From an optimization exercise on the open Yosys and OpenROAD flow, aimed at small area, a short achievable clock period and few clock cycles; shortcuts taken in it are not production practice.
RTL that was checked went through simulation tests only; none was proved equivalent to the original.
No functional check of the RTL was part of run 8.
Power figures rest on the tool's default switching activity, not on a simulated workload.

<file path="run.sh">
#!/bin/bash
# synth_recipe.tcl (not shown) runs the flow's synth.tcl, then flattens the netlist and writes it again
# the make line also repeats each setting of config.mk as NAME=value (left out here)
make -C /OpenROAD-flow-scripts/flow DESIGN_CONFIG=/design/flow/config.mk WORK_HOME=/design/flow/orfs CLKGATE_MAP_FILE= SYNTH_SCRIPT=/design/flow/synth_recipe.tcl finish
</file>
<file path="config.mk">
export PLATFORM = sky130hd
export DESIGN_NAME = delta_list_sleep_queue
export DESIGN_NICKNAME = delta_list_sleep_queue
export VERILOG_FILES = /design/flow/design.v
export SDC_FILE = /design/flow/constraint.sdc
export NUM_CORES = 4
export LEC_CHECK = 0
export ABC_AREA = 1
export CAP_MARGIN = 20
export CORE_MARGIN = 2
export CORE_UTILIZATION = 60
export CTS_BUF_LIST = sky130_fd_sc_hd__clkbuf_8
export CTS_CLUSTER_DIAMETER = 60
export CTS_CLUSTER_SIZE = 16
export GPL_ROUTABILITY_DRIVEN = 0
export GPL_TIMING_DRIVEN = 1
export SETUP_SLACK_MARGIN = 4.15
export SLEW_MARGIN = 20
</file>
<file path="constraint.sdc">
create_clock -name core_clock -period 7.0 [get_ports {i_clk}]
set_input_delay 1.4000 -clock core_clock [delete_from_list [all_inputs] [get_ports {i_clk}]]
set_output_delay 1.4000 -clock core_clock [all_outputs]
set_load 0.01 [all_outputs]
</file>
<file path="design.v">
package dls_pkg;
    localparam int MAX_TASKS_DEF   = 16;
    localparam int DELAY_WIDTH_DEF = 16;
    localparam int ID_W       = 4;
    localparam int NUM_IDS    = 16;
    localparam int KIND_W     = 2;
    localparam int DELAY_IN_W = 16;
    localparam int STATUS_W   = 2;
    localparam int S_DATA_W   = 24;
    localparam int M_DATA_W   = 8;
    localparam logic [KIND_W-1:0] KIND_ADD    = 2'd0;
    localparam logic [KIND_W-1:0] KIND_REMOVE = 2'd1;
    localparam logic [KIND_W-1:0] KIND_TICK   = 2'd2;
    localparam logic [KIND_W-1:0] KIND_NOP    = 2'd3;
    localparam logic [STATUS_W-1:0] ST_DONE      = 2'd0;
    localparam logic [STATUS_W-1:0] ST_ZERO      = 2'd1;
    localparam logic [STATUS_W-1:0] ST_NOT_FOUND = 2'd2;
    localparam logic [STATUS_W-1:0] ST_WAITING   = 2'd3;
endpackage
module dls_cell #(
    parameter int DELAY_WIDTH = dls_pkg::DELAY_WIDTH_DEF
) (
    input  logic                   i_clk,
    input  logic                   i_we,
    input  logic [DELAY_WIDTH-1:0] i_due,
    input  logic                   i_one,
    input  logic                   i_move,
    input  logic [DELAY_WIDTH-1:0] i_now,
    output logic                   o_hit
);
    logic [DELAY_WIDTH-1:0] r_due;
    logic                   r_hit;
    always_ff @(posedge i_clk) begin
        if (i_we) begin
            r_due <= i_due;
            r_hit <= i_one;
        end else if (i_move) begin
            r_hit <= (r_due == i_now);
        end
    end
    assign o_hit = r_hit;
endmodule
module dls_ctrl (
    input  logic                               i_clk,
    input  logic                               i_rst_n,
    input  logic                               s_tvalid,
    output logic                               s_tready,
    input  logic [dls_pkg::KIND_W-1:0]         s_kind,
    input  logic [dls_pkg::ID_W-1:0]           s_id,
    input  logic [dls_pkg::DELAY_IN_W-1:0]     s_delay,
    output logic                               o_w_valid,
    output logic [dls_pkg::KIND_W-1:0]         o_w_kind,
    output logic [dls_pkg::ID_W-1:0]           o_w_id,
    output logic [dls_pkg::DELAY_IN_W-1:0]     o_w_delay,
    input  logic                               i_w_take,
    input  logic                               i_busy_next,
    input  logic                               i_push,
    input  logic [dls_pkg::M_DATA_W:0]         i_push_word,    
    output logic                               o_room,
    output logic                               m_tvalid,
    input  logic                               m_tready,
    output logic [dls_pkg::M_DATA_W:0]         m_word
);
    logic                           r_ready;
    logic                           r_w_valid;
    logic [dls_pkg::KIND_W-1:0]     r_w_kind;
    logic [dls_pkg::ID_W-1:0]       r_w_id;
    logic [dls_pkg::DELAY_IN_W-1:0] r_w_delay;
    logic                           r_v0, r_v1;
    logic [dls_pkg::M_DATA_W:0]     r_q0, r_q1;
    logic                           pop, w_valid_n, v0_n, v1_n;
    assign w_valid_n = (r_w_valid && !i_w_take) || (s_tvalid && r_ready);
    always_ff @(posedge i_clk) begin
        if (!i_rst_n) begin
            r_w_valid <= 1'b0;
            r_ready   <= 1'b1;
        end else begin
            r_w_valid <= w_valid_n;
            r_ready   <= !w_valid_n || !(i_busy_next || v1_n);
        end
        if (r_ready) begin
            r_w_kind  <= s_kind;
            r_w_id    <= s_id;
            r_w_delay <= s_delay;
        end
    end
    assign s_tready  = r_ready;
    assign o_w_valid = r_w_valid;
    assign o_w_kind  = r_w_kind;
    assign o_w_id    = r_w_id;
    assign o_w_delay = r_w_delay;
    assign pop    = r_v0 && m_tready;
    assign o_room = !r_v1;
    always_comb begin
        v0_n = r_v0;
        v1_n = r_v1;
        if (pop) begin
            v0_n = r_v1 || i_push;
            v1_n = 1'b0;
        end else if (i_push) begin
            v0_n = 1'b1;
            v1_n = r_v0;
        end
    end
    always_ff @(posedge i_clk) begin
        if (!i_rst_n) begin
            r_v0 <= 1'b0;
            r_v1 <= 1'b0;
        end else begin
            r_v0 <= v0_n;
            r_v1 <= v1_n;
        end
        if (pop) begin
            r_q0 <= r_v1 ? r_q1 : i_push_word;
        end else if (!r_v0) begin
            r_q0 <= i_push_word;
        end
        if (i_push && r_v0 && !pop) begin
            r_q1 <= i_push_word;
        end
    end
    assign m_tvalid = r_v0;
    assign m_word   = r_q0;
endmodule
module delta_list_sleep_queue #(
    parameter int MAX_TASKS   = dls_pkg::MAX_TASKS_DEF,
    parameter int DELAY_WIDTH = dls_pkg::DELAY_WIDTH_DEF
) (
    input  logic                            i_clk,
    input  logic                            i_rst_n,
    input  logic                            s_tvalid,
    output logic                            s_tready,
    input  logic [dls_pkg::S_DATA_W-1:0]    s_tdata,    
    input  logic [dls_pkg::KIND_W-1:0]      s_tuser,    
    output logic                            m_tvalid,
    input  logic                            m_tready,
    output logic [dls_pkg::M_DATA_W-1:0]    m_tdata,    
    output logic                            m_tlast
);
    localparam int IW = dls_pkg::ID_W;
    logic                           w_valid;
    logic [dls_pkg::KIND_W-1:0]     w_kind;
    logic [IW-1:0]                  w_id;
    logic [DELAY_WIDTH-1:0]         w_delay;
    logic                           room;
    logic                           push;
    logic [dls_pkg::M_DATA_W:0]     push_word;
    logic [dls_pkg::M_DATA_W:0]     m_word;
    logic                           r_rel;        
    logic [MAX_TASKS-1:0]           r_wait;       
    logic [DELAY_WIDTH-1:0]         r_now;        
    logic [MAX_TASKS-1:0]           hit, due, rest, first, set, clr, we;
    logic [DELAY_WIDTH-1:0]         new_due;
    logic                           take, act, is_add, is_rem, is_tick;
    logic                           add_ok, rem_ok, releasing, last, rel_n, moved;
    logic [IW-1:0]                  rel_id;
    logic [dls_pkg::STATUS_W-1:0]   status;
    dls_ctrl u_ctrl (
        .i_clk       (i_clk),
        .i_rst_n     (i_rst_n),
        .s_tvalid    (s_tvalid),
        .s_tready    (s_tready),
        .s_kind      (s_tuser),
        .s_id        (s_tdata[3:0]),
        .s_delay     (s_tdata[19:4]),
        .o_w_valid   (w_valid),
        .o_w_kind    (w_kind),
        .o_w_id      (w_id),
        .o_w_delay   (w_delay),
        .i_w_take    (take),
        .i_busy_next (rel_n),
        .i_push      (push),
        .i_push_word (push_word),
        .o_room      (room),
        .m_tvalid    (m_tvalid),
        .m_tready    (m_tready),
        .m_word      (m_word)
    );
    assign {m_tdata, m_tlast} = m_word;
    assign new_due = r_now + w_delay - DELAY_WIDTH'(2);
    for (genvar g = 0; g < MAX_TASKS; g++) begin : g_slot
        dls_cell #(
            .DELAY_WIDTH (DELAY_WIDTH)
        ) u_cell (
            .i_clk (i_clk),
            .i_we    (we[g]),
            .i_due   (new_due),
            .i_one   (w_delay == DELAY_WIDTH'(1)),
            .i_move  (moved),
            .i_now   (r_now),
            .o_hit   (hit[g])
        );
    end
    assign act     = room && !r_rel;                  
    assign take    = act && w_valid;
    assign is_add  = take && (w_kind == dls_pkg::KIND_ADD);
    assign is_rem  = take && (w_kind == dls_pkg::KIND_REMOVE);
    assign is_tick = take && (w_kind == dls_pkg::KIND_TICK);
    assign add_ok  = (w_delay != '0) && !r_wait[w_id];
    assign rem_ok  = r_wait[w_id];
    assign due = r_wait & hit;
    always_comb begin
        logic below;
        below = 1'b0;
        for (int i = 0; i < MAX_TASKS; i++) begin
            first[i] = due[i] && !below;
            rest[i]  = due[i] && below;
            below    = below || due[i];
        end
    end
    always_comb begin
        rel_id = '0;
        for (int i = 0; i < MAX_TASKS; i++) begin
            if (first[i]) rel_id = rel_id | IW'(i);
        end
    end
    assign releasing = room && (r_rel || (is_tick && (due != '0)));
    assign moved     = (is_tick && (due == '0)) || (releasing && last);
    assign last      = (rest == '0);
    assign rel_n     = releasing ? !last : r_rel;
    always_comb begin
        for (int i = 0; i < MAX_TASKS; i++) begin
            set[i] = is_add && add_ok && (w_id == IW'(i));
            clr[i] = (is_rem && (w_id == IW'(i))) || (releasing && first[i]);
        end
    end
    assign we = set;
    always_comb begin
        if (w_kind == dls_pkg::KIND_ADD) begin
            status = (w_delay == '0) ? dls_pkg::ST_ZERO :
                     r_wait[w_id]    ? dls_pkg::ST_WAITING : dls_pkg::ST_DONE;
        end else if (w_kind == dls_pkg::KIND_REMOVE) begin
            status = rem_ok ? dls_pkg::ST_DONE : dls_pkg::ST_NOT_FOUND;
        end else begin
            status = dls_pkg::ST_DONE;
        end
    end
    assign push = releasing || (take && (w_kind != dls_pkg::KIND_NOP));
    assign push_word = releasing ? {last, rel_id, 1'b1, dls_pkg::ST_DONE, last}
                                 : {1'b0, {IW{1'b0}}, 1'b0, status, 1'b1};
    always_ff @(posedge i_clk) begin
        if (!i_rst_n) begin
            r_rel  <= 1'b0;
            r_wait <= '0;
            r_now  <= '0;
        end else begin
            r_rel  <= rel_n;
            r_wait <= (r_wait & ~clr) | set;
            if (moved) begin
                r_now <= r_now + DELAY_WIDTH'(1);
            end
        end
    end
endmodule
</file>
==> impl_metrics.ini, run 1 <==
[outcome]
status = timing/DRC/antenna clean

[job]
cap_viol_max_count = 0

[die]
row_count = 60
start_util = 0.6144
pin_count = 41
die_h_um = 170.4
core_area_um2 = 27030
die_area_um2 = 29020
die_w_um = 170.4

[cells_and_area]
nets = 1558
area_growth_pct = 12.49
instances_no_fill = 1857
drive_above_1_share = 0.1493
utilization = 0.6911

[setup_path]
startpoint = u_ctrl.r_w_delay[1]
reg2reg_slack_ns = 4.18
r2r-start = u_ctrl.r_w_delay[1]
critPathRequiredTime_ns = 7.43
worstSetupPathType = flip-flop to flip-flop
endpoint_kind = flip-flop
cp-start-kind = flip-flop
r2r.worst_path.cells = 15
r2r-end = g_slot[5].u_cell.r_due[7]
cp_max_fo = 8
cp.arrival_ns = 3.25

[sta]
worst_slack_ns = 4.183
post-route-period-util = 0.4025
setup_violations = 0
slew-limit-headroom = 0.2487
fin_setup_tns_ns = 0
tightestPinTransition_ns = 1.123
layout_min_cycle_time_ns = 2.817
slew_viol_final = 0
hold_violations = 0
fmax_ghz = 0.3549
worst_clock_skew_ns = 0.05378
rsz0062_at_grt = true

[synthesis]
syn_area_per_cell_um2 = 11.65
synth_most_common_cell = edfxtp_1
synth_cells = 1425
ys_seq_area_frac = 0.6088
synth_top_flop_cell = edfxtp_1
ys_ff_latch = 349
synth_edf_count = 312
synthTopCellsByArea = edfxtp_1 56%, xnor2_1 11%, nand2_1 5.0%
yosysUniqueCellTypes = 50
yosysWarningCount = 3
netlist_area_um2 = 16600
async_reset_ff_frac = 0
yosys-top-cells-count = 312 x edfxtp_1, 222 x nand2_1, 212 x xnor2_1
synth_top_area_cell = edfxtp_1
synth_top_area_frac = 0.5642
syn-num-nets = 1486

[detailed_routing]
drc_errors = 0
vias_per_cell = 5.858
post_drt_wl_per_cell_um = 22.77
vias = 10879
ant_nets = 0
wirelength_um = 42280
dr.pass1.iters = 6
drt_iter0_markers = 980

[clocking]
clockBufferDepth = 3
hold_buffers = 0
numCtsBuffers = 30
cts_tree = done
clock_sinks = 349
path_clk_slew_ns = 0.10
root_buffer = clkbuf_8
clk_latency_ns = 0.64
cts-htree-levels = 1

[power]
ir_drop_v = 0.0001828
fin_total_pwr_mw = 4.015
leakagePower_nw = 6.494
power_density_nw_per_um2 = 214.9

[grt]
grt_pass1_vias = 10341
antenna_found_initial = 0
grt_overflow_total = 0
track_usage = 0.2964
grt_pass1_wl_um = 62430
grt_max_degree = 26

[worst_hold_path]
worstHoldStart = r_wait[3]
hold-path-endpoint = r_wait[3]
hold_path.class = flip-flop to flip-flop
whs_path_depth = 2

[placement]
dp_worst_setup_slack_ns = 2.717
port_buffers = 36
dp.cells = 1780
dp_hpwl_um = 25450
## registers in the layout (all words and copies together), names as in the netlist
signal               flops
g_slot.u_cell.r_hit     16
u_ctrl.r_v1              1
r_now                   16
u_ctrl.r_w_delay        16
u_ctrl.r_ready           1
r_rel                    1
u_ctrl.r_v0              1
u_ctrl.r_w_valid         1
u_ctrl.r_w_id            4
r_wait                  16
u_ctrl.r_q0              9
u_ctrl.r_q1              9
u_ctrl.r_w_kind          2
g_slot.u_cell.r_due    256
## cells in the final DEF (no fill, tap or decap), types with 11 or more instances in the layout
cell type and count:
ha_1 23, buf_4 34, nand4_1 60, clkdlybuf4s50_1 25
edfxtp_1 312, nand3_1 52, a21oi_1 36, dfxtp_1 31
xor2_1 22, o21ai_0 21, nand2_1 220, inv_1 110
xnor2_1 206, or2_2 28, clkbuf_8 31, clkinvlp_4 17
dlygate4sd2_1 11, nor3_1 14, nor2_1 60, nor4_1 23
## through the flow
| stage | cell area (um2) | hold slack, ns |
|---|---|---|
| finish | 18680 | 0.5120 |
| global route | 18670 | 0.5425 |
| CTS | 18480 | 0.5134 |
| detailed placement | 17410 | 0.4995 |
| global placement | 17410 | 0.4867 |
| floorplan | 16650 | 0.4736 |
## report_power, final
part / internal [mW] / switching, mW
sequential: 2.36 / 0.00981
clock: 0.506 / 0.703
combinational: 0.140 / 0.295
## final cells by class
| type | instances | area (um2) |
|---|---|---|
| flip-flops and latches | 349 | 10130 |
| fillers | 1995 | 8348 |
| multi-input cells | 895 | 6018 |
| repair buffers | 87 | 913.4 |
| inverters | 134 | 574.3 |
| clock buffers | 31 | 426.7 |
| well taps | 341 | 426.7 |
| clock inverters | 18 | 183.9 |
| diodes | 2 | 5.005 |
## metal layers
metal | share of wire | GRT usage
met1 | 0.42 | 0.4059
met4 | 0.036 | 0.1037
met5 | 0 | 0
met2 | 0.47 | 0.4931
met3 | 0.069 | 0.03674
## worst max path at each step
stage                                      end  slack [ns]  cells after the start
floorplan           g_slot[0].u_cell.r_due[15]        4.14                     15
global placement    g_slot[4].u_cell.r_due[12]        2.76                      7
detailed placement  g_slot[4].u_cell.r_due[12]        2.72                      7
CTS                    g_slot[13].u_cell.r_hit        4.16                     11
global route        g_slot[1].u_cell.r_due[15]        4.07                     14
finish               g_slot[5].u_cell.r_due[7]        4.18                     15
## cells by family after synthesis
group	share of synthesized area
adder cells (fa/ha/maj)	0.02381
AND/OR/NAND/NOR	0.1483
XOR/XNOR	0.1250
flip-flops	0.6088
AO/OA/AOI/OAI	0.04845
buffers and inverters	0.04559
## worst max-delay path, cell delays in order, from the launching register on
cell and delay, ns:
edfxtp_1 0.43, inv_2 0.10, ha_4 0.20, inv_2 0.06, ha_4 0.13, inv_1 0.05
fa_2 0.40, inv_2 0.08, a31oi_4 0.12, buf_4 0.16, inv_1 0.04, a21oi_1 0.04
o21ai_0 0.20, xor2_1 0.19, buf_4 0.16, buf_4 0.23
## what timing repair did
action                     CTS  global route
cloned                       2             1
resized for setup           70            26
hold endpoints to repair     0             0
setup buffers               16             7
setup endpoints to repair  453           211
pin swaps                    9             8
Testbench counts, summed over its fixed seeds: cycles 5,063.
==> run 2: changes to the inputs <==
--- a/config.mk
+++ b/config.mk
@@ -14,5 +14,3 @@
 export CTS_CLUSTER_SIZE = 16
-export GPL_ROUTABILITY_DRIVEN = 0
-export GPL_TIMING_DRIVEN = 1
-export SETUP_SLACK_MARGIN = 4.15
+export SETUP_SLACK_MARGIN = 4.3
 export SLEW_MARGIN = 20
==> run 2 against run 1 <==
  * Total power up 3.2%
  * Largest cell class unchanged
  * Non-clock buffer count rose by 24
  * Worst setup slack better by 0.094 ns
  * First-iteration DRC count up 6.4%
  * Die area is the same
  * Clock-buffer cell count is the same
  * Critical path type unchanged
  * Sequential cell count did not move
  * Final cell count is 1.6% higher
  * Sequential power barely moved
  * Clock power up 8%
  * Fmax is 3.5% higher
==> impl_metrics.ini, run 2 <==
[sta]
post-route-period-util = 0.3890
hold_violations = 0
slew_viol_final = 0
rsz0062_at_grt = true
fin_setup_tns_ns = 0
worst_clock_skew_ns = 0.05387
fmax_ghz = 0.3672
tightestPinTransition_ns = 1.028
slew-limit-headroom = 0.3139
worst_slack_ns = 4.277
layout_min_cycle_time_ns = 2.723
setup_violations = 0

[grt]
antenna_found_initial = 1
grt_pass1_vias = 10538
grt_pass1_wl_um = 64460
grt_max_degree = 31
grt_overflow_total = 0
track_usage = 0.3070

[synthesis]
synth_edf_count = 312
synth_most_common_cell = edfxtp_1
ys_ff_latch = 349
yosysUniqueCellTypes = 50
syn_area_per_cell_um2 = 11.65
netlist_area_um2 = 16600
ys_seq_area_frac = 0.6088
muxShareOfSynthArea = 0
synth_xor_area_frac = 0.1250
yosysWarningCount = 3
yosys.area_share.simple = 0.1483
synth_top_area_cell = edfxtp_1
synth_compound_area_frac = 0.04845
synthTopCellsByArea = edfxtp_1 56%, xnor2_1 11%, nand2_1 5.0%
synth_cells = 1425
yosys-top-cells-count = 312 x edfxtp_1, 222 x nand2_1, 212 x xnor2_1
syn-num-nets = 1486
synth_top_area_frac = 0.5642
synth_fa_ha_area_frac = 0.02381
synth_top_family_by_area = simple AND/OR/NAND/NOR gates
synth_top_flop_cell = edfxtp_1
async_reset_ff_frac = 0

[clocking]
cts-htree-levels = 1
root_buffer = clkbuf_8
clk_latency_ns = 0.65
clock_sinks = 349
numCtsBuffers = 31
path_clk_slew_ns = 0.10
cts_tree = done
clockBufferDepth = 3

[detailed_routing]
drt_iter0_markers = 1043
dr.pass1.iters = 5
wirelength_um = 44040
drc_errors = 0
ant_nets = 0
post_drt_wl_per_cell_um = 23.35
vias = 11113
vias_per_cell = 5.892

[cells_and_area]
final_common_cell = edfxtp_1
area_growth_pct = 16.18
n_antenna_cell = 0
stdcell_area_um2 = 19290
largest_reg_flops = 256
nets = 1586
largest_register = g_slot.u_cell.r_due
drive_above_1_share = 0.1858
final_cell_mix = 312 x edfxtp_1, 209 x nand2_1, 206 x xnor2_1, 102 x inv_1, 60 x nand4_1

[die]
die_h_um = 170.4
start_util = 0.6144
pin_count = 41
row_count = 60
core_area_um2 = 27030
die_w_um = 170.4
die_area_um2 = 29020

[setup_path]
cp_max_fo = 6
critPathRequiredTime_ns = 7.38
cp-start-kind = flip-flop
cp.arrival_ns = 3.10
endpoint_kind = flip-flop
worstSetupPathType = flip-flop to flip-flop

[job]
cap_viol_max_count = 0

[placement]
dp_hpwl_um = 25750
routabilityCongestion = 0.9269
postPlaceCellArea_um2 = 17420
port_buffers = 36
dp_worst_setup_slack_ns = 2.486

[outcome]
status = timing/DRC/antenna clean

[power]
power_density_nw_per_um2 = 214.8
fin_total_pwr_mw = 4.144
leakagePower_nw = 6.694
ir_drop_v = 0.0002216

[worst_hold_path]
hold_path.class = flip-flop to flip-flop
==> run 2: cell types whose count changed in the layout (fill, tap and decap cells not counted), moves of 3 or more <==
cell / change
dlygate4sd2_1: -8
inv_2: +3
buf_12: +15
nand2_8: +3
nand2_2: +10
inv_1: -8
nand2_1: -11
ha_1: -3
clkinvlp_4: +5
buf_4: +8
clkdlybuf4s15_1: +7
==> run 2: layout make-up <==
type                       count  area, um2
sequential                   349      10130
fill                        1931       7735
multi-input combinational    896       6160
timing repair buffer         111       1286
inverter                     134      588.1
clock buffer                  31      426.7
tap                          341      426.7
clock inverter                22      259.0
timing repair inverter         2      10.01
==> run 2: worst max-delay path: stages (launching register included) <==
cell and delay, ns:
dfxtp_2 0.35, buf_12 0.11, clkinvlp_4 0.09, ha_1 0.29, inv_2 0.07, ha_4 0.21, nand2_2 0.07, a21oi_2 0.06
a211oi_2 0.26, o21ai_4 0.15, a21boi_4 0.20, o21ai_2 0.09, buf_6 0.13, xor2_4 0.15, buf_6 0.14, buf_12 0.13
==> run 2: final timing paths <==
check | cells after the start | startpoint | slack, ns | endpoint
min | 2 | r_wait[3] | 0.51 | r_wait[3]
max | 15 | r_now[6] | 4.28 | g_slot[5].u_cell.r_due[13]
max reg2reg | 15 | r_now[6] | 4.28 | g_slot[5].u_cell.r_due[13]
min reg2reg | 2 | r_wait[3] | 0.51 | r_wait[3]
==> run 2: what timing repair did <==
action | in CTS | in global routing
setup endpoints to repair | 508 | 377
gates cloned | 6 | 0
hold buffers | 0 | 0
pin swaps | 12 | 16
buffers inserted | 23 | 28
gates resized for setup | 92 | 46
==> run 2: report_power, final <==
part / internal, mW / switching [mW]
combinational: 0.154 / 0.309
clock: 0.586 / 0.723
sequential: 2.36 / 0.0108
==> run 2: per-layer routing <==
layer / vias to the layer above / routed length (um) / track usage
met4: 0 / 1520 / 0.08584
met2: 406 / 20940 / 0.5134
met3: 108 / 2986 / 0.04512
met1: 5464 / 18590 / 0.4225
li1: 5135 / - / -
met5: - / 0 / 0
==> run 2: cell families (layout without fill, tap and decap cells) <==
| logic type | after synthesis | after routing |
|---|---|---|
| xor gates and xnor gates | 237 | 237 |
| AOI/OAI and AO/OA | 126 | 126 |
| buffers and inverters | 182 | 300 |
| DFF | 349 | 349 |
| and+or+nand+nor | 500 | 502 |
| adders and majority gates | 31 | 31 |
==> run 2: stage by stage <==
step / hold WS [ns] / utilization / instances
2_1_floorplan: 0.4736 / - / 1425
3_3_place_gp: 0.4888 / 0.6445 / 1776
3_5_place_dp: 0.4965 / 0.6445 / 1776
4_1_cts: 0.5110 / 0.6938 / 1858
5_1_grt: 0.5351 / 0.7138 / 1886
6_report: 0.5084 / 0.7138 / 1886
==> run 3: changes to the inputs <==
--- a/config.mk
+++ b/config.mk
@@ -16 +16,2 @@
 export SLEW_MARGIN = 20
+export TNS_END_PERCENT = 20
==> run 3 against run 2 <==
  * Still clean on timing, DRC and antenna
  * Sequential cell count did not move
  * Final area down 2.3%
  * Total power fell by 2.3%
  * Sequential share of layout area grew 1.2 points
  * Non-clock buffer count fell by 13
  * Synthesized cell count unchanged
  * Worst setup slack worse by 0.063 ns
  * Critical endpoint is now g_slot[9].u_cell.r_due[15]
==> impl_metrics.ini, run 3 <==
[outcome]
status = timing/DRC/antenna clean

[clocking]
root_buffer = clkbuf_8
path_clk_slew_ns = 0.10
hold_buffers = 0
clockBufferDepth = 3
clk_latency_ns = 0.63
cts-htree-levels = 1
numCtsBuffers = 30
cts_tree = done
clock_sinks = 349

[synthesis]
synth_top_area_frac = 0.5642
netlist_area_um2 = 16600
synth_most_common_cell = edfxtp_1
synth_cells = 1425
ys_ff_latch = 349
synth_top_flop_cell = edfxtp_1
synth_top_area_cell = edfxtp_1
syn_area_per_cell_um2 = 11.65
ys_seq_area_frac = 0.6088
yosys-top-cells-count = 312 x edfxtp_1, 222 x nand2_1, 212 x xnor2_1
syn-num-nets = 1486
yosysWarningCount = 3
synth_edf_count = 312
synthTopCellsByArea = edfxtp_1 56%, xnor2_1 11%, nand2_1 5.0%
yosysUniqueCellTypes = 50
async_reset_ff_frac = 0

[sta]
setup_violations = 0
fmax_ghz = 0.3589
tightestPinTransition_ns = 1.086
slew-limit-headroom = 0.2753
hold_violations = 0
fin_setup_tns_ns = 0
post-route-period-util = 0.3981
worst_clock_skew_ns = 0.04160
layout_min_cycle_time_ns = 2.786
rsz0062_at_grt = true
slew_viol_final = 0

[power]
p_comb_frac = 0.105
leakagePower_nw = 6.606
ir_drop_v = 0.0002169
power_density_nw_per_um2 = 214.9
p_sw_mw = 1.020
p_int_mw = 3.031
swShare = 0.2517
p_clk_frac = 0.309
seq_power_share = 0.586

[die]
die_area_um2 = 29020
core_area_um2 = 27030
row_count = 60
start_util = 0.6144
die_h_um = 170.4
pin_count = 41
die_w_um = 170.4

[placement]
dp_hpwl_um = 26040
dp.cells = 1782
port_buffers = 36
routabilityCongestion = 0.9062

[detailed_routing]
dr.pass1.iters = 7
drt_iter0_markers = 1042
ant_nets = 0
wirelength_um = 43600
post_drt_wl_per_cell_um = 23.30
vias = 10999
drc_errors = 0
vias_per_cell = 5.879

[setup_path]
reg2reg_slack_ns = 4.21
worstSetupPathType = flip-flop to flip-flop
cp_max_fo = 8
cp.arrival_ns = 3.14
r2r-end = g_slot[9].u_cell.r_due[15]
cp-start-kind = flip-flop
r2r.worst_path.cells = 15
critPathRequiredTime_ns = 7.35
r2r-start = u_ctrl.r_w_delay[1]
endpoint_kind = flip-flop
startpoint = u_ctrl.r_w_delay[1]

[grt]
antenna_found_initial = 0
grt_pass1_wl_um = 64470
grt_max_degree = 34
grt_pass1_vias = 10521
grt_overflow_total = 0
track_usage = 0.3073

[job]
cap_viol_max_count = 0

[worst_hold_path]
hold-path-endpoint = r_wait[2]
hold_path.class = flip-flop to flip-flop
whs_path_depth = 2
worstHoldStart = r_wait[2]

[cells_and_area]
nets = 1572
instances_no_fill = 1871
n_antenna_cell = 0
largest_reg_flops = 256
area_growth_pct = 13.52
final_common_cell = edfxtp_1
final_cell_mix = 312 x edfxtp_1, 214 x nand2_1, 206 x xnor2_1, 107 x inv_1, 60 x nand4_1
drive_above_1_share = 0.1660
largest_register = g_slot.u_cell.r_due
fillers = 1996
[run 3: cell count changes in the layout (fill, tap and decap cells not counted), moves of 3 or more]
cell,previous run,this run
buf_12,24,11
buf_4,42,45
buf_6,7,4
clkdlybuf4s15_1,7,1
dfxtp_4,6,3
dlygate4sd2_1,3,9
inv_1,102,107
nand2_1,209,214
nand2_2,19,14
xor2_1,21,24
xor2_4,3,0
[run 3: power groups by stage]
| stage | clock [mW] | combinational (mW) | sequential (mW) |
|---|---|---|---|
| final | 1.25 | 0.426 | 2.37 |
| after CTS | 1.26 | 0.418 | 2.37 |
| after global placement | 0 | 0.355 | 2.42 |
| after floorplan | 0 | 0.158 | 2.42 |
| after detailed placement | 0 | 0.360 | 2.42 |
| after global routing | 1.34 | 0.445 | 2.38 |
[run 3: layer usage]
metal / track usage / vias to the layer above / wire, um
met1: 0.4240 / 5343 / 18410
met3: 0.03535 / 106 / 3032
met5: 0 / - / 0
met4: 0.1089 / 0 / 1494
li1: - / 5102 / -
met2: 0.5094 / 448 / 20660
[run 3: cells by family after synthesis]
logic type	count (synthesis)	synth area share
compound gates	126	0.04845
fa+ha+maj	31	0.02381
xor+xnor	237	0.1250
flops	349	0.6088
simple gates	500	0.1483
buf+inv	182	0.04559
[run 3: stage by stage]
| step | area, um2 | total power, mW | hold WS [ns] | setup slack, ns | utilization |
|---|---|---|---|---|---|
| 2_1_floorplan | 16660 | 2.578 | 0.4736 | 4.195 | - |
| 3_3_place_gp | 17430 | 2.777 | 0.4903 | 2.720 | 0.6449 |
| 3_5_place_dp | 17440 | 2.782 | 0.4936 | 2.755 | 0.6453 |
| 4_1_cts | 18580 | 4.055 | 0.5047 | 4.097 | 0.6876 |
| 5_1_grt | 18850 | 4.165 | 0.5242 | 4.073 | 0.6975 |
| 6_report | 18850 | 4.051 | 0.5089 | 4.214 | 0.6975 |
[run 3: worst max path at each step]
stage	to	slack, ns	cells after the start
2_1_floorplan	g_slot[0].u_cell.r_due[12]	4.19	12
3_3_place_gp	g_slot[11].u_cell.r_due[11]	2.72	8
3_5_place_dp	g_slot[7].u_cell.r_due[15]	2.76	13
4_1_cts	m_tdata[4]	4.10	1
5_1_grt	g_slot[11].u_cell.r_due[14]	4.07	14
6_report	g_slot[9].u_cell.r_due[15]	4.21	15
[run 3: final cells by class]
cell class / count / area, um2 / area share
Inverter: 134 / 580.6 / 0.03080
Tap cell: 341 / 426.7 / 0.02264
Multi-Input combinational cell: 896 / 6070 / 0.3220
Sequential cell: 349 / 10130 / 0.5372
Clock buffer: 31 / 426.7 / 0.02264
Timing Repair Buffer: 98 / 1002 / 0.05317
Timing Repair inverter: 2 / 12.51 / 0.0006638
Clock inverter: 20 / 205.2 / 0.01089
[run 3: critical path: stages, from the launching register on]
cell	delay, ns
edfxtp_1	0.44
inv_2	0.12
ha_4	0.20
inv_2	0.06
ha_4	0.12
inv_2	0.04
fa_2	0.35
inv_2	0.08
a31oi_4	0.12
o21ai_2	0.22
a21boi_4	0.09
o21ai_4	0.18
nand2_2	0.09
nand3b_1	0.14
buf_6	0.15
nand2_8	0.09
[run 3: timing repair]
action	in CTS	in global routing
buffers inserted	20	12
gates cloned	5	1
resized for setup	76	27
setup endpoints to repair	524	398
endpoints found under the hold margin	0	0
pin swaps	13	1
==> run 4: changes to the inputs <==
--- a/config.mk
+++ b/config.mk
@@ -10,3 +10,3 @@
 export CORE_MARGIN = 2
-export CORE_UTILIZATION = 60
+export CORE_UTILIZATION = 75
 export CTS_BUF_LIST = sky130_fd_sc_hd__clkbuf_8
@@ -14,4 +14,3 @@
 export CTS_CLUSTER_SIZE = 16
-export SETUP_SLACK_MARGIN = 4.3
+export SETUP_SLACK_MARGIN = 4.2
 export SLEW_MARGIN = 20
-export TNS_END_PERCENT = 20
==> run 4 against run 3 <==
  * Critical endpoint is now g_slot[15].u_cell.r_due[14]
  * Critical path type unchanged
  * Global-route usage rose by 4.8 points
  * Synthesized cell count did not move
  * Highest routed layer unchanged
  * Total power fell by 1.5%
  * Via count rose by 4.9%
  * Still clean on timing, DRC and antenna
==> impl_metrics.ini, run 4 <==
[synthesis]
synth_top_area_frac = 0.5642
synth_xor_area_frac = 0.1250
synth_top_family_by_area = simple AND/OR/NAND/NOR gates
yosysWarningCount = 3
synth_top_flop_cell = edfxtp_1
synthTopCellsByArea = edfxtp_1 56%, xnor2_1 11%, nand2_1 5.0%
ys_ff_latch = 349
yosys.area_share.simple = 0.1483
synth_fa_ha_area_frac = 0.02381
syn-num-nets = 1486
synth_most_common_cell = edfxtp_1
ys_seq_area_frac = 0.6088
synth_compound_area_frac = 0.04845
synth_top_area_cell = edfxtp_1
synth_cells = 1425
yosys-top-cells-count = 312 x edfxtp_1, 222 x nand2_1, 212 x xnor2_1
synth_edf_count = 312
muxShareOfSynthArea = 0
yosysUniqueCellTypes = 50
netlist_area_um2 = 16600
syn_area_per_cell_um2 = 11.65
async_reset_ff_frac = 0

[clocking]
clock_sinks = 349
hold_buffers = 0
root_buffer = clkbuf_8
path_clk_slew_ns = 0.10
cts-htree-levels = 1
numCtsBuffers = 29
clk_latency_ns = 0.64
clockBufferDepth = 3
cts_tree = done

[power]
ir_drop_v = 0.0002673
leakagePower_nw = 6.435
power_density_nw_per_um2 = 215.3
fin_total_pwr_mw = 3.989

[sta]
fin_setup_tns_ns = 0
layout_min_cycle_time_ns = 2.975
slew-limit-headroom = 0.3695
rsz0062_at_grt = true
holdWs_ns = 0.5105
setup_violations = 0
hold_violations = 0
slew_viol_final = 0
tightestPinTransition_ns = 0.9448
post-route-period-util = 0.4250
worst_clock_skew_ns = 0.04873
fmax_ghz = 0.3361

[cells_and_area]
n_antenna_cell = 0
drive_above_1_share = 0.1532
nets = 1562
final_cell_mix = 312 x edfxtp_1, 218 x nand2_1, 210 x xnor2_1, 107 x inv_1, 60 x nand4_1
final_common_cell = edfxtp_1
area_growth_pct = 11.59
largest_reg_flops = 256
largest_register = g_slot.u_cell.r_due

[worst_hold_path]
hold_path.class = flip-flop to flip-flop
worstHoldStart = r_wait[8]

[placement]
port_buffers = 36
dp_hpwl_um = 25370
routabilityCongestion = 0.9319

[setup_path]
startpoint = r_now[13]
worstSetupPathType = flip-flop to flip-flop
cp_max_fo = 26
slowest_stage = dfxtp_1
endpoint = g_slot[15].u_cell.r_due[14]
reg2reg_slack_ns = 4.02
r2r-end = g_slot[15].u_cell.r_due[14]
critPathRequiredTime_ns = 7.37
endpoint_kind = flip-flop
cp-start-kind = flip-flop
max_stage_delay_ns = 0.61
r2r-start = r_now[13]
cp_cell_sequence = inv_1, buf_4, ha_1, inv_1, ha_1, a21o_1, a31oi_2, xnor2_4, buf_12
cp.arrival_ns = 3.35
r2r.worst_path.cells = 9

[grt]
track_usage = 0.3552
antenna_found_initial = 1
grt_pass1_vias = 10982
grt_overflow_total = 0
grt_max_degree = 34
grt_pass1_wl_um = 61780

[detailed_routing]
ant_nets = 0
drt_iter0_markers = 1164
vias = 11539
vias_per_cell = 6.432
wirelength_um = 43020
dr.pass1.iters = 6
drc_errors = 0
post_drt_wl_per_cell_um = 23.98

[die]
die_w_um = 152.8
pin_count = 41
die_h_um = 152.8
core_area_um2 = 21760
start_util = 0.7632
row_count = 54
die_area_um2 = 23350

[outcome]
status = timing/DRC/antenna clean

[job]
cap_viol_max_count = 0
==> run 4: cell types whose count changed in the layout (fill, tap and decap cells not counted), moves of 3 or more <==
| cell | delta |
|---|---|
| nand2_1 | +4 |
| buf_12 | -3 |
| xnor2_2 | -5 |
| buf_4 | -5 |
| nand2_2 | -3 |
| xnor2_1 | +4 |
| inv_6 | -4 |
==> run 4: worst min-delay path by stage <==
stage,endpoint,slack (ns),cells past startpoint
finish,r_wait[8],0.51,2
global route,r_wait[8],0.53,2
CTS,r_wait[8],0.51,2
detailed placement,r_wait[3],0.50,2
global placement,r_wait[10],0.49,2
floorplan,r_wait[2],0.47,2
==> run 4: final cells by class <==
type | count | area, um2
repair inverters | 1 | 5.005
multi-input cells | 896 | 6010
clock inverters | 15 | 165.2
well taps | 280 | 350.3
repair buffers | 90 | 894.6
fillers | 1111 | 3227
flip-flops and latches | 349 | 10130
clock buffers | 29 | 399.1
inverters | 134 | 578.1
==> run 4: metrics by stage <==
stage / instances / utilization / setup WS [ns] / instance area, um2
floorplan: 1425 / - / 4.181 / 16650
global placement: 1717 / 0.7946 / 2.595 / 17290
detailed placement: 1717 / 0.7946 / 2.497 / 17290
CTS: 1781 / 0.8378 / 4.139 / 18230
global route: 1794 / 0.8517 / 4.020 / 18530
finish: 1794 / 0.8517 / 4.025 / 18530
==> run 4: kinds of logic after synthesis <==
logic type	Yosys count
flip-flops	349
adder cells (fa/ha/maj)	31
XOR/XNOR	237
AND/OR/NAND/NOR	500
buffers and inverters	182
AO/OA/AOI/OAI	126
==> run 4: critical path: cells and delay by family (launching register included) <==
family / cells / cell delay, ns
AOI/OAI and AO/OA: 2 / 0.67
xor gates and xnor gates: 1 / 0.14
adders and majority gates: 2 / 0.75
buffers and inverters: 4 / 0.55
DFF: 1 / 0.61
==> run 4: metal layers <==
| metal | vias up | part of all wire | GRT usage |
|---|---|---|---|
| met5 | - | 0 | 0 |
| met4 | 0 | 0.060 | 0.1601 |
| met3 | 199 | 0.12 | 0.05233 |
| met2 | 737 | 0.48 | 0.6009 |
| met1 | 5518 | 0.34 | 0.4617 |
| li1 | 5085 | - | - |
==> run 4: what timing repair did <==
action	in CTS	in global routing
buffers inserted	17	12
gates cloned	3	1
pin swaps	10	8
gates resized for setup	47	41
endpoints found under the setup margin	501	319
==> run 4: power breakdown <==
| group | leakage (nW) | internal, mW | switching (mW) |
|---|---|---|---|
| clock network | 0.300 | 0.474 | 0.688 |
| registers | 3.18 | 2.36 | 0.0101 |
| logic | 2.96 | 0.152 | 0.303 |
==> run 5: changes to the inputs <==
--- a/config.mk
+++ b/config.mk
@@ -8,5 +8,5 @@
 export ABC_AREA = 1
-export CAP_MARGIN = 20
+export CAP_MARGIN = 0
 export CORE_MARGIN = 2
-export CORE_UTILIZATION = 75
+export CORE_UTILIZATION = 60
 export CTS_BUF_LIST = sky130_fd_sc_hd__clkbuf_8
@@ -14,3 +14,3 @@
 export CTS_CLUSTER_SIZE = 16
-export SETUP_SLACK_MARGIN = 4.2
-export SLEW_MARGIN = 20
+export SETUP_SLACK_MARGIN = 4.15
+export SLEW_MARGIN = 0
==> run 5 against run 4 <==
  * Fmax is 6.1% higher
  * Still clean on timing, DRC and antenna
  * Combinational power fell by 4.8%
  * Critical endpoint is now g_slot[11].u_cell.r_due[13]
  * Sequential power hardly changed
  * Clock power barely moved
  * Global-route usage decreased by 5.5 points
==> impl_metrics.ini, run 5 <==
[grt]
grt_pass1_wl_um = 62960
grt_overflow_total = 0
track_usage = 0.3000
grt_pass1_vias = 10220
antenna_found_initial = 0
grt_max_degree = 34

[placement]
port_buffers = 36
dp_hpwl_um = 25730
postPlaceCellArea_um2 = 17390
routabilityCongestion = 0.9205

[setup_path]
cp.arrival_ns = 3.18
slowest_stage = fa_2
max_stage_delay_ns = 0.41
endpoint_kind = flip-flop
cp_max_fo = 8
cp_cell_sequence = buf_12, clkinvlp_4, ha_4, inv_2, ha_4, inv_2, fa_2, inv_2, a31oi_4, o21ai_2, a21boi_2, o21ai_2, buf_6, xor2_4, buf_12, buf_16
crit_path_frequent_cell = inv_2
critPathRequiredTime_ns = 7.38
worstSetupPathType = flip-flop to flip-flop
reg2reg_slack_ns = 4.20
cp-start-kind = flip-flop

[cells_and_area]
multiInputGateArea_um2 = 5988
seqCellArea_um2 = 10130
final_cell_mix = 312 x edfxtp_1, 219 x nand2_1, 206 x xnor2_1, 105 x inv_1
final_common_cell = edfxtp_1
fillers = 1984
largest_register = g_slot.u_cell.r_due
area_growth_pct = 12.48
nets = 1563
n_antenna_cell = 0
stdcell_area_um2 = 18680
drive_above_1_share = 0.1559
largest_reg_flops = 256

[power]
p_comb_frac = 0.109
power_density_nw_per_um2 = 212.7
p_int_mw = 2.967
seq_power_share = 0.597
swShare = 0.2532
ir_drop_v = 0.0002058
p_sw_mw = 1.006
p_clk_frac = 0.294
leakagePower_nw = 6.462

[detailed_routing]
dr.pass1.iters = 7
ant_nets = 0
vias_per_cell = 5.875
drc_errors = 0
post_drt_wl_per_cell_um = 23.09
vias = 10933
drt_iter0_markers = 1023
wirelength_um = 42960

[die]
row_count = 60
die_w_um = 170.4
start_util = 0.6144
die_h_um = 170.4
core_area_um2 = 27030
die_area_um2 = 29020
pin_count = 41

[sta]
fmax_ghz = 0.3565
rsz0062_at_grt = true
setup_violations = 0
post-route-period-util = 0.4007
fin_setup_tns_ns = 0
layout_min_cycle_time_ns = 2.805
hold_violations = 0
slew-limit-headroom = 0.2420
tightestPinTransition_ns = 1.133
slew_viol_final = 0
worst_clock_skew_ns = 0.02959

[synthesis]
syn_area_per_cell_um2 = 11.65
synthTopCellsByArea = edfxtp_1 56%, xnor2_1 11%, nand2_1 5.0%
ys_ff_latch = 349
synth_edf_count = 312
netlist_area_um2 = 16600
async_reset_ff_frac = 0
synth_top_flop_cell = edfxtp_1
yosysWarningCount = 3
synth_cells = 1425
yosysUniqueCellTypes = 50
synth_most_common_cell = edfxtp_1
synth_top_area_cell = edfxtp_1
ys_seq_area_frac = 0.6088
syn-num-nets = 1486
synth_top_area_frac = 0.5642
yosys-top-cells-count = 312 x edfxtp_1, 222 x nand2_1, 212 x xnor2_1

[clocking]
numCtsBuffers = 31
hold_buffers = 0
clock_sinks = 349
cts-htree-levels = 1
path_clk_slew_ns = 0.10
clk_latency_ns = 0.62
cts_tree = done
clockBufferDepth = 3
root_buffer = clkbuf_8

[worst_hold_path]
hold_path.class = flip-flop to flip-flop

[outcome]
status = timing/DRC/antenna clean

[job]
cap_viol_max_count = 0
## run 5: cell count changes in the layout (fill, tap and decap cells not counted), sizes merged
cell and change:
inv -4, bufbuf +1, clkinv +4, nand2 -1, clkinvlp +7, bufinv -1, buf -2, clkbuf +2
## run 5: cell families (layout without fill, tap and decap cells)
kind of cell,count (synthesis),count (layout),share of synthesized area
AO/OA/AOI/OAI,126,126,0.04845
flip-flops,349,349,0.6088
adder cells (fa/ha/maj),31,31,0.02381
AND/OR/NAND/NOR,500,501,0.1483
buffers and inverters,182,276,0.04559
XOR/XNOR,237,237,0.1250
## run 5: what timing repair did
| action | CTS | global route |
|---|---|---|
| pin swaps | 8 | 6 |
| setup buffers | 22 | 5 |
| gates resized for setup | 71 | 29 |
| cloned | 5 | 0 |
| setup endpoints to repair | 499 | 268 |
## run 5: power by group through the flow
stage | sequential, mW | combinational (mW) | clock [mW]
final | 2.37 | 0.434 | 1.17
after global routing | 2.37 | 0.452 | 1.25
after CTS | 2.37 | 0.412 | 1.18
after detailed placement | 2.42 | 0.358 | 0
after global placement | 2.42 | 0.352 | 0
after floorplan | 2.42 | 0.158 | 0
## run 5: final timing paths
check,startpoint,end,depth (start not counted)
max reg2reg,r_now[1],g_slot[11].u_cell.r_due[13],16
max,r_now[1],g_slot[11].u_cell.r_due[13],16
min,r_wait[3],r_wait[3],2
min reg2reg,r_wait[3],r_wait[3],2
## run 5: worst max-delay path: cells and delay by family (launching register included)
family,cells,cell delay (ns)
flops,1,0.35
xor+xnor,1,0.07
buf+inv,8,0.81
compound gates,4,0.55
fa+ha+maj,3,0.78
## run 5: area by class of cell
type,count,area share
clock buffer,31,0.02284
clock inverter,20,0.008575
inverter,134,0.03162
multi-input combinational,895,0.3206
sequential,349,0.5424
tap,341,0.02284
timing repair buffer,89,0.05058
timing repair inverter,2,0.0005359
## run 5: layer usage
layer,wire [um],GRT usage,vias to the layer above
met3,3377,0.03791,79
met2,20280,0.4970,431
met5,0,0,-
li1,-,-,5088
met4,1335,0.09142,0
met1,17980,0.4182,5335
## run 5: through the flow
step	power [mW]	hold WS (ns)	setup slack (ns)	utilization	cells
floorplan	2.578	0.4736	4.139	-	1425
global placement	2.774	0.4882	2.279	0.6436	1778
detailed placement	2.780	0.4989	2.259	0.6436	1778
CTS	3.968	0.5125	4.162	0.6839	1856
global route	4.079	0.5413	4.103	0.6911	1861
finish	3.972	0.5138	4.195	0.6911	1861
==> run 6: changes to the inputs <==
--- a/config.mk
+++ b/config.mk
@@ -8,9 +8,9 @@
 export ABC_AREA = 1
-export CAP_MARGIN = 0
+export CAP_MARGIN = 20
 export CORE_MARGIN = 2
 export CORE_UTILIZATION = 60
-export CTS_BUF_LIST = sky130_fd_sc_hd__clkbuf_8
-export CTS_CLUSTER_DIAMETER = 60
-export CTS_CLUSTER_SIZE = 16
+export CTS_BUF_LIST = sky130_fd_sc_hd__clkbuf_16
+export CTS_CLUSTER_DIAMETER = 80
+export CTS_CLUSTER_SIZE = 25
 export SETUP_SLACK_MARGIN = 4.15
-export SLEW_MARGIN = 0
+export SLEW_MARGIN = 20
==> run 6 against run 5 <==
  * Final cell count down 0.86%
  * First-iteration DRC count increased by 6.8%
  * Synthesized cell count did not move
  * Register-to-register slack got worse by 0.03 ns
  * Clock power about the same
  * Combinational power grew 5.3%
  * Final area up 0.62%
  * Sequential cell count unchanged
  * Non-clock buffer count rose by 8
  * Global-route usage hardly changed
  * Critical path type unchanged
  * Critical endpoint is now g_slot[13].u_cell.r_due[15]
  * Highest routed layer unchanged
==> impl_metrics.ini, run 6 <==
[die]
core_area_um2 = 27030
start_util = 0.6144
die_h_um = 170.4
die_w_um = 170.4
die_area_um2 = 29020
row_count = 60
pin_count = 41

[power]
ir_drop_v = 0.0002099
leakagePower_nw = 6.466
p_clk_frac = 0.290
p_int_mw = 3.032
swShare = 0.2390
power_density_nw_per_um2 = 212.0
p_sw_uw = 952.0
seq_power_share = 0.595
p_comb_frac = 0.115

[cells_and_area]
drive_above_1_share = 0.1543
largest_reg_flops = 256
fillers = 1950
utilization = 0.6954
final_cell_mix = 312 x edfxtp_1, 219 x nand2_1, 206 x xnor2_1, 104 x inv_1, 60 x nand4_1
nets = 1559
stdcell_area_um2 = 18790
largest_register = g_slot.u_cell.r_due
n_antenna_cell = 0
final_common_cell = edfxtp_1
area_growth_pct = 13.18

[grt]
grt_overflow_total = 0
grt_max_degree = 34
antenna_found_initial = 1
grt_pass1_wl_um = 62730
grt_pass1_vias = 10214
track_usage = 0.2996

[sta]
hold_violations = 0
fmax_ghz = 0.3526
layout_min_cycle_time_ns = 2.836
slew-limit-headroom = 0.3048
fin_setup_tns_ns = 0
slew_viol_final = 0
holdWs_ns = 0.5139
worst_clock_skew_ns = 0.01219
rsz0062_at_grt = true
tightestPinTransition_ns = 1.042
post-route-period-util = 0.4051
setup_violations = 0

[placement]
postPlaceCellArea_um2 = 17390
port_buffers = 36
dp_hpwl_um = 25730
routabilityCongestion = 0.9205

[setup_path]
cp_cell_sequence = buf_12, clkinvlp_4, ha_4, inv_2, ha_4, inv_2, fa_2, inv_2, a31oi_4, o21ai_2, a21boi_2, o21ai_2, nand2_1, nand3b_1, buf_4, nand2_4
endpoint_kind = flip-flop
cp_max_fo = 8
critPathRequiredTime_ns = 7.24
crit_path_frequent_cell = inv_2
cp.arrival_ns = 3.07
slowest_stage = fa_2
cp-start-kind = flip-flop
max_stage_delay_ns = 0.40
path_delay_family = adder cells
critPathBufInv = 6
reg2reg_slack_ns = 4.16
worstSetupPathType = flip-flop to flip-flop

[clocking]
path_clk_slew_ns = 0.10
clock_sinks = 349
root_buffer = clkbuf_16
cts-htree-levels = 1
cts_tree = done
hold_buffers = 0
clockBufferDepth = 3
numCtsBuffers = 18
clk_latency_ns = 0.53

[synthesis]
synth_top_area_frac = 0.5642
synth_cells = 1425
netlist_area_um2 = 16600
synth_edf_count = 312
syn-num-nets = 1486
syn_area_per_cell_um2 = 11.65
ys_ff_latch = 349
synthTopCellsByArea = edfxtp_1 56%, xnor2_1 11%, nand2_1 5.0%
synth_top_flop_cell = edfxtp_1
yosys-top-cells-count = 312 x edfxtp_1, 222 x nand2_1, 212 x xnor2_1
synth_top_area_cell = edfxtp_1
yosysUniqueCellTypes = 50
yosysWarningCount = 3
synth_most_common_cell = edfxtp_1
async_reset_ff_frac = 0
ys_seq_area_frac = 0.6088

[detailed_routing]
drt_iter0_markers = 1093
drc_errors = 0
post_drt_wl_per_cell_um = 23.63
ant_nets = 0
vias = 10976
dr.pass1.iters = 5
wirelength_um = 43590
vias_per_cell = 5.949

[worst_hold_path]
hold_path.class = flip-flop to flip-flop

[outcome]
status = timing/DRC/antenna clean

[job]
cap_viol_max_count = 0
run 6: layout make-up:
type                    instances  area [um2]  area share
well taps                     341       426.7     0.02270
clock inverters                 6       37.54    0.001997
repair buffers                 97        1061     0.05646
repair inverters                2       10.01   0.0005326
flip-flops and latches        349       10130      0.5390
clock buffers                  20       500.5     0.02663
multi-input cells             896        6037      0.3212
inverters                     134       590.6     0.03142
run 6: final timing paths:
check | startpoint | cells after the start | endpoint
max | r_now[1] | 16 | g_slot[13].u_cell.r_due[15]
min | r_wait[3] | 2 | r_wait[3]
max reg2reg | r_now[1] | 16 | g_slot[13].u_cell.r_due[15]
min reg2reg | r_wait[3] | 2 | r_wait[3]
run 6: cells by family after synthesis:
family,count (synthesis),synth area share
and+or+nand+nor,500,0.1483
DFF,349,0.6088
xor gates and xnor gates,237,0.1250
buffers and inverters,182,0.04559
AOI/OAI and AO/OA,126,0.04845
adders and majority gates,31,0.02381
run 6: power groups by stage:
stage,Sequential (mW),Clock (mW),Combinational (mW)
floorplan,2.42,0,0.158
global placement,2.42,0,0.352
detailed placement,2.42,0,0.358
CTS,2.37,1.18,0.417
global route,2.37,1.24,0.476
finish,2.37,1.15,0.457
run 6: layer usage:
metal	GRT usage	part of all wire
met1	0.4175	0.41
met2	0.4913	0.47
met3	0.03791	0.083
met4	0.1022	0.035
met5	0	0
run 6: repair_timing:
action                                  CTS  global route
cloned                                    5             2
pin swaps                                 9            10
setup buffers                            22            12
gates resized for setup                  61            45
endpoints found under the setup margin  490           322
run 6: stage by stage:
step / instances / worst slack, ns / power [mW]
final: 1845 / 4.164 / 3.984
after global routing: 1845 / 4.059 / 4.089
after CTS: 1831 / 4.158 / 3.967
after detailed placement: 1778 / 2.259 / 2.780
after global placement: 1778 / 2.279 / 2.774
after floorplan: 1425 / 4.139 / 2.578
run 6: worst min-delay path: stages, from the launching register on:
cell and delay (ns):
dfxtp_1 0.34, nand3_1 0.08, a21oi_1 0.06
==> run 7: changes to the inputs <==
==> flow/run.sh (new file) <==
#!/bin/bash
# The standard layout, with plain buffers (buf_2) on the ports in place of
# the slow delay buffers buffer_ports picks by default.
set -euo pipefail
export BUFFER_PORTS_ARGS="-buffer_cell sky130_fd_sc_hd__buf_2"
bash standard.sh > standard_flow.log 2>&1
==> standard.sh (new file) <==
#!/bin/bash
# synth_recipe.tcl (not shown) runs the flow's synth.tcl, then flattens the netlist and writes it again
# the make line also repeats each setting of config.mk as NAME=value (left out here)
make -C /OpenROAD-flow-scripts/flow DESIGN_CONFIG=/design/flow/config.mk WORK_HOME=/design/flow/orfs CLKGATE_MAP_FILE= SYNTH_SCRIPT=/design/flow/synth_recipe.tcl "${@:-finish}"
--- a/config.mk
+++ b/config.mk
@@ -10,7 +10,4 @@
 export CORE_MARGIN = 2
-export CORE_UTILIZATION = 60
-export CTS_BUF_LIST = sky130_fd_sc_hd__clkbuf_16
-export CTS_CLUSTER_DIAMETER = 80
-export CTS_CLUSTER_SIZE = 25
-export SETUP_SLACK_MARGIN = 4.15
+export CORE_UTILIZATION = 55
+export SETUP_SLACK_MARGIN = 4.0
 export SLEW_MARGIN = 20
removed: run.sh
==> run 7 against run 6 <==
  * Sequential share of layout area decreased by 0.69 points
  * Core utilization decreased by 5.5 points
  * Clock-buffer cell count increased by 30
  * Synthesized cell count unchanged
  * Critical path type unchanged
  * Largest power group unchanged
  * Highest routed layer unchanged
==> impl_metrics.ini, run 7 <==
[outcome]
status = timing/DRC/antenna clean

[detailed_routing]
vias = 10988
vias_per_cell = 5.726
post_drt_wl_per_cell_um = 23.06
drc_errors = 0
dr.pass1.iters = 6
ant_nets = 0
drt_iter0_markers = 1026
wirelength_um = 44240

[sta]
slew-limit-headroom = 0.2835
tightestPinTransition_ns = 1.074
hold_violations = 0
post-route-period-util = 0.4178
holdWs_ns = 0.5143
setup_violations = 0
worst_clock_skew_ns = 0.02226
slew_viol_final = 0
layout_min_cycle_time_ns = 2.924
fin_setup_tns_ns = 0
fmax_ghz = 0.3420
worst_slack_ns = 4.076
rsz0062_at_grt = false

[worst_hold_path]
worstHoldStart = r_wait[2]
hold_path.class = flip-flop to flip-flop

[clocking]
hold_buffers = 0
numCtsBuffers = 38
clockBufferDepth = 3
cts_tree = done
root_buffer = clkbuf_16
cts-htree-levels = 2
path_clk_slew_ns = 0.06
clk_latency_ns = 0.53
clock_sinks = 349

[setup_path]
cp_cell_sequence = buf_12, clkinvlp_4, ha_1, inv_1, ha_4, nand2_1, a21oi_1, a211oi_2, o21ai_2, buf_4, a21boi_4, o21ai_4, buf_4, xor2_4, buf_12
startpoint = r_now[6]
cp_max_fo = 16
slowest_stage = dfxtp_2
cp.arrival_ns = 3.18
endpoint_kind = flip-flop
critPathRequiredTime_ns = 7.26
cp-start-kind = flip-flop
worstSetupPathType = flip-flop to flip-flop
r2r-start = r_now[6]
max_stage_delay_ns = 0.34
critPathBufInv = 6
path_delay_family = buffers and inverters

[die]
pin_count = 41
start_util = 0.5588
core_area_um2 = 29720
die_area_um2 = 31600
row_count = 63
die_h_um = 177.8
die_w_um = 177.8

[placement]
routabilityCongestion = 0.9332
postPlaceCellArea_um2 = 17300
dp_hpwl_um = 26530
port_buffers = 36
dp.cells = 1829
dp_worst_setup_slack_ns = 2.475

[cells_and_area]
instances_no_fill = 1919
stdcell_area_um2 = 19020
nets = 1564
final_common_cell = edfxtp_1
area_growth_pct = 14.56
utilization = 0.6401
largest_register = g_slot.u_cell.r_due
drive_above_1_share = 0.1720
largest_reg_flops = 256
n_antenna_cell = 0
final_cell_mix = 312 x edfxtp_1, 218 x nand2_1, 206 x xnor2_1, 109 x inv_1, 60 x nand4_1

[synthesis]
ys_ff_latch = 349
synth_top_area_frac = 0.5642
syn-num-nets = 1486
yosysUniqueCellTypes = 50
synthTopCellsByArea = edfxtp_1 56%, xnor2_1 11%, nand2_1 5.0%
synth_most_common_cell = edfxtp_1
synth_edf_count = 312
netlist_area_um2 = 16600
yosysWarningCount = 3
yosys-top-cells-count = 312 x edfxtp_1, 222 x nand2_1, 212 x xnor2_1
synth_cells = 1425
ys_seq_area_frac = 0.6088
async_reset_ff_frac = 0
synth_top_flop_cell = edfxtp_1
synth_top_area_cell = edfxtp_1
syn_area_per_cell_um2 = 11.65

[grt]
grt_pass1_wl_um = 65090
antenna_found_initial = 1
grt_overflow_total = 0
grt_max_degree = 26
grt_pass1_vias = 10497
track_usage = 0.2854

[power]
power_density_nw_per_um2 = 248.9
leakagePower_nw = 6.711
fin_total_pwr_mw = 4.735
ir_drop_v = 0.0002058

[job]
cap_viol_max_count = 0
## run 7: cell counts after synthesis
Identical to the previous run, type by type.
## run 7: worst register-to-register path, delay by kind of cell (launching register included)
kind	cells	cell delay [ns]
xor+xnor	1	0.15
flops	1	0.34
simple gates	1	0.06
compound gates	5	0.77
buf+inv	6	0.80
fa+ha+maj	2	0.52
## run 7: worst paths after layout
kind	end	slack (ns)	cells after the start
worst min-delay path	r_wait[2]	0.51	2
worst max-delay path	g_slot[5].u_cell.r_due[13]	4.08	15
worst min register to register	r_wait[2]	0.51	2
worst max register to register	g_slot[5].u_cell.r_due[13]	4.08	15
## run 7: routing by layer
metal  part of all wire  up-vias  GRT usage
met5                  0        -          0
met4              0.038        0     0.1130
met2               0.46      372     0.4570
li1                   -     5097          -
met1               0.44     5430     0.3943
met3              0.064       89    0.04135
## run 7: logic make-up after synthesis
| family | count (synthesis) | synth area share |
|---|---|---|
| compound gates | 126 | 0.04845 |
| xor+xnor | 237 | 0.1250 |
| fa+ha+maj | 31 | 0.02381 |
| buf+inv | 182 | 0.04559 |
| flops | 349 | 0.6088 |
| simple gates | 500 | 0.1483 |
## run 7: repair_timing
action / 4_1_cts / 5_1_grt
pin swaps: 5 / 6
setup buffers: 12 / 8
endpoints found under the setup margin: 445 / 301
hold endpoints to repair: 0 / 0
gates resized for setup: 41 / 35
cloned: 2 / 2
## run 7: cell type report
class	count	area [um2]
flip-flops and latches	349	10120
inverters	134	566.8
fillers	2350	10700
multi-input cells	896	5988
clock buffers	50	1017
repair inverters	1	5.005
repair buffers	83	665.6
clock inverters	16	168.9
well taps	390	488.0
## run 7: power breakdown
part	internal [mW]	switching, mW
clock network	1.14	0.803
registers	2.37	0.0106
logic	0.117	0.300
==> run 8: changes to the inputs <==
--- a/design.v
+++ b/design.v
@@ -151,3 +151,4 @@
     logic [DELAY_WIDTH-1:0]         r_now;        
-    logic [MAX_TASKS-1:0]           hit, due, rest, first, set, clr, we;
+    logic [MAX_TASKS-1:0]           hit, due, rest, first, set, clr, we, id_hit;
+    logic                           id_wait;
     logic [DELAY_WIDTH-1:0]         new_due;
@@ -198,4 +199,6 @@
     assign is_tick = take && (w_kind == dls_pkg::KIND_TICK);
-    assign add_ok  = (w_delay != '0) && !r_wait[w_id];
-    assign rem_ok  = r_wait[w_id];
+    assign id_hit  = MAX_TASKS'(1) << w_id;
+    assign id_wait = |(id_hit & r_wait);
+    assign add_ok  = (w_delay != '0) && !id_wait;
+    assign rem_ok  = id_wait;
     assign due = r_wait & hit;
@@ -222,4 +225,4 @@
         for (int i = 0; i < MAX_TASKS; i++) begin
-            set[i] = is_add && add_ok && (w_id == IW'(i));
-            clr[i] = (is_rem && (w_id == IW'(i))) || (releasing && first[i]);
+            set[i] = is_add && (w_delay != '0) && id_hit[i] && !r_wait[i];
+            clr[i] = (is_rem && id_hit[i]) || (releasing && first[i]);
         end
@@ -230,3 +233,3 @@
             status = (w_delay == '0) ? dls_pkg::ST_ZERO :
-                     r_wait[w_id]    ? dls_pkg::ST_WAITING : dls_pkg::ST_DONE;
+                     id_wait         ? dls_pkg::ST_WAITING : dls_pkg::ST_DONE;
         end else if (w_kind == dls_pkg::KIND_REMOVE) begin
==> run.sh (new file) <==
#!/bin/bash
# synth_recipe.tcl (not shown) runs the flow's synth.tcl, then flattens the netlist and writes it again
# the make line also repeats each setting of config.mk as NAME=value (left out here)
make -C /OpenROAD-flow-scripts/flow DESIGN_CONFIG=/design/flow/config.mk WORK_HOME=/design/flow/orfs CLKGATE_MAP_FILE= SYNTH_SCRIPT=/design/flow/synth_recipe.tcl finish
--- a/config.mk
+++ b/config.mk
@@ -10,4 +10,7 @@
 export CORE_MARGIN = 2
-export CORE_UTILIZATION = 55
-export SETUP_SLACK_MARGIN = 4.0
+export CORE_UTILIZATION = 60
+export CTS_BUF_LIST = sky130_fd_sc_hd__clkbuf_8
+export CTS_CLUSTER_DIAMETER = 60
+export CTS_CLUSTER_SIZE = 16
+export SETUP_SLACK_MARGIN = 4.15
 export SLEW_MARGIN = 20
removed: flow/run.sh
removed: standard.sh
==> run 8 against run 7 <==
  * Worst hold slack gained 0.016 ns
  * Wire length grew 7.6%
  * Via count grew 11%
  * Final cell count grew 6.9%
  * Area after synthesis grew 1.9%
  * Sequential cell count is the same
  * Critical endpoint is now g_slot[10].u_cell.r_due[13]
  * Highest routed layer unchanged
==> impl_metrics.ini, run 8 <==
[synthesis]
syn_area_per_cell_um2 = 10.95
synth_most_common_cell = edfxtp_1
synth_cells = 1545
synthTopCellsByArea = edfxtp_1 55%, nand2_1 5.6%, xnor2_1 4.8%
ys_seq_area_frac = 0.5974
yosys-top-cells-count = 312 x edfxtp_1, 251 x nand2_1, 153 x inv_1
syn-num-nets = 1606
synth_edf_count = 312
yosysUniqueCellTypes = 52
ys_ff_latch = 349
yosysWarningCount = 3
synth_top_flop_cell = edfxtp_1
netlist_area_um2 = 16920
async_reset_ff_frac = 0
synth_top_area_cell = edfxtp_1
synth_top_area_frac = 0.5536

[cells_and_area]
final_common_cell = edfxtp_1
largest_reg_flops = 256
utilization = 0.6972
final_cell_mix = 312 x edfxtp_1, 245 x nand2_1, 153 x inv_1, 89 x xnor2_1, 80 x nand3_1
drive_above_1_share = 0.1953
nets = 1711
multiInputGateArea_um2 = 6279
largest_register = g_slot.u_cell.r_due
seqCellArea_um2 = 10130
stdcell_area_um2 = 19370
area_growth_pct = 14.46
instances_no_fill = 2052
fillers = 2141
n_antenna_cell = 0

[setup_path]
critPathRequiredTime_ns = 7.35
cp-start-kind = flip-flop
worstSetupPathType = flip-flop to flip-flop
cp_max_fo = 8
slowest_stage = dfxtp_4
crit_path_frequent_cell = a21oi_2
max_stage_delay_ns = 0.38
endpoint_kind = flip-flop
cp.arrival_ns = 3.18
cp_cell_sequence = clkinvlp_4, buf_12, ha_1, inv_1, ha_2, a21oi_2, o21a_1, o21ai_2, a21o_1, a21oi_2, or2_4, nand2_2, nand2_4, nand2_8

[placement]
dp_worst_setup_slack_ns = 3.090
routabilityCongestion = 0.8799
port_buffers = 36
postPlaceCellArea_um2 = 17960
dp.cells = 1944
dp_hpwl_um = 28560

[detailed_routing]
dr.pass1.iters = 5
wirelength_um = 47620
ant_nets = 0
drc_errors = 0
post_drt_wl_per_cell_um = 23.20
vias = 12238
vias_per_cell = 5.964
drt_iter0_markers = 1378

[sta]
slew-limit-headroom = 0.3626
layout_min_cycle_time_ns = 2.825
hold_violations = 0
fmax_ghz = 0.3539
tightestPinTransition_ns = 0.9550
setup_violations = 0
worst_slack_ns = 4.175
fin_setup_tns_ns = 0
worst_clock_skew_ns = 0.02159
post-route-period-util = 0.4036
slew_viol_final = 0
rsz0062_at_grt = false

[die]
pin_count = 41
die_area_um2 = 29560
start_util = 0.6091
core_area_um2 = 27780
row_count = 61
die_w_um = 171.9
die_h_um = 171.9

[clocking]
root_buffer = clkbuf_8
cts_tree = done
clock_sinks = 349
clk_latency_ns = 0.63
clockBufferDepth = 3
path_clk_slew_ns = 0.10
cts-htree-levels = 1
numCtsBuffers = 31

[outcome]
status = timing/DRC/antenna clean

[power]
leakagePower_nw = 7.281
power_density_nw_per_um2 = 207.1
ir_drop_v = 0.0001862

[grt]
grt_pass1_vias = 11244
antenna_found_initial = 0
grt_max_degree = 31
grt_overflow_total = 0
grt_pass1_wl_um = 67350
track_usage = 0.3148

[worst_hold_path]
hold_path.class = flip-flop to flip-flop

[job]
cap_viol_max_count = 0
==> run 8: per-stage QoR <==
step           power, mW  hold slack (ns)
5_1_grt            4.111           0.5562
3_5_place_dp       2.773           0.5096
4_1_cts            3.968           0.5324
6_report           4.011           0.5304
3_3_place_gp       2.766           0.4904
2_1_floorplan      2.575           0.4687
==> run 8: metal layers <==
| metal | part of all wire | GRT usage | vias up |
|---|---|---|---|
| li1 | - | - | 5597 |
| met1 | 0.40 | 0.4343 | 5992 |
| met2 | 0.47 | 0.5181 | 545 |
| met3 | 0.092 | 0.04807 | 104 |
| met4 | 0.034 | 0.1001 | 0 |
| met5 | 0 | 0 | - |
==> run 8: power by group <==
| part | switching (mW) | internal (mW) | total [mW] |
|---|---|---|---|
| clock | 0.744 | 0.474 | 1.22 |
| combinational | 0.300 | 0.121 | 0.421 |
| sequential | 0.0128 | 2.36 | 2.37 |
| total | 1.06 | 2.95 | 4.01 |
==> run 8: cells by family (layout without fill, tap and decap cells) <==
kind of cell / Yosys count / after routing / share of synthesized area
fa+ha+maj: 31 / 31 / 0.02336
simple gates: 622 / 624 / 0.1787
flops: 349 / 349 / 0.5974
buf+inv: 221 / 348 / 0.05257
xor+xnor: 161 / 161 / 0.08333
compound gates: 161 / 161 / 0.06462
==> run 8: what timing repair did <==
action	in CTS	in global routing
pin swaps	8	12
hold buffers	0	0
resized for setup	56	49
setup buffers	10	35
setup endpoints to repair	222	140
gates cloned	3	3
==> run 8: final timing paths <==
kind | startpoint | endpoint | slack (ns) | depth (start not counted)
hold / removal | u_ctrl.r_q1[4] | u_ctrl.r_q0[4] | 0.53 | 2
setup reg to reg | r_now[8] | g_slot[10].u_cell.r_due[13] | 4.17 | 14
setup / recovery | r_now[8] | g_slot[10].u_cell.r_due[13] | 4.17 | 14
hold reg to reg | u_ctrl.r_q1[4] | u_ctrl.r_q0[4] | 0.53 | 2
==> run 8: critical path, delay by kind of cell (launching register included) <==
| kind | cells | cell delay (ns) |
|---|---|---|
| flops | 1 | 0.38 |
| fa+ha+maj | 2 | 0.58 |
| buf+inv | 3 | 0.34 |
| compound gates | 5 | 0.77 |
| simple gates | 4 | 0.49 |
==> run 8: layout make-up <==
| cell class | instances | share of cell area |
|---|---|---|
| Sequential cell | 349 | 0.5230 |
| Multi-Input combinational cell | 977 | 0.3241 |
| Clock buffer | 34 | 0.02416 |
| Timing Repair inverter | 2 | 0.0007105 |
| Inverter | 161 | 0.03378 |
| Tap cell | 378 | 0.02442 |
| Clock inverter | 23 | 0.008204 |
| Timing Repair Buffer | 128 | 0.06156 |

Setup slack of run 8, layout unchanged: 4.175 ns with ideal ports, 4.150 ns with driving cells assumed (clock clkbuf_16, inputs buf_2), 3.780 ns with port delays also shifted by the 0.662 ns mid clock arrival.
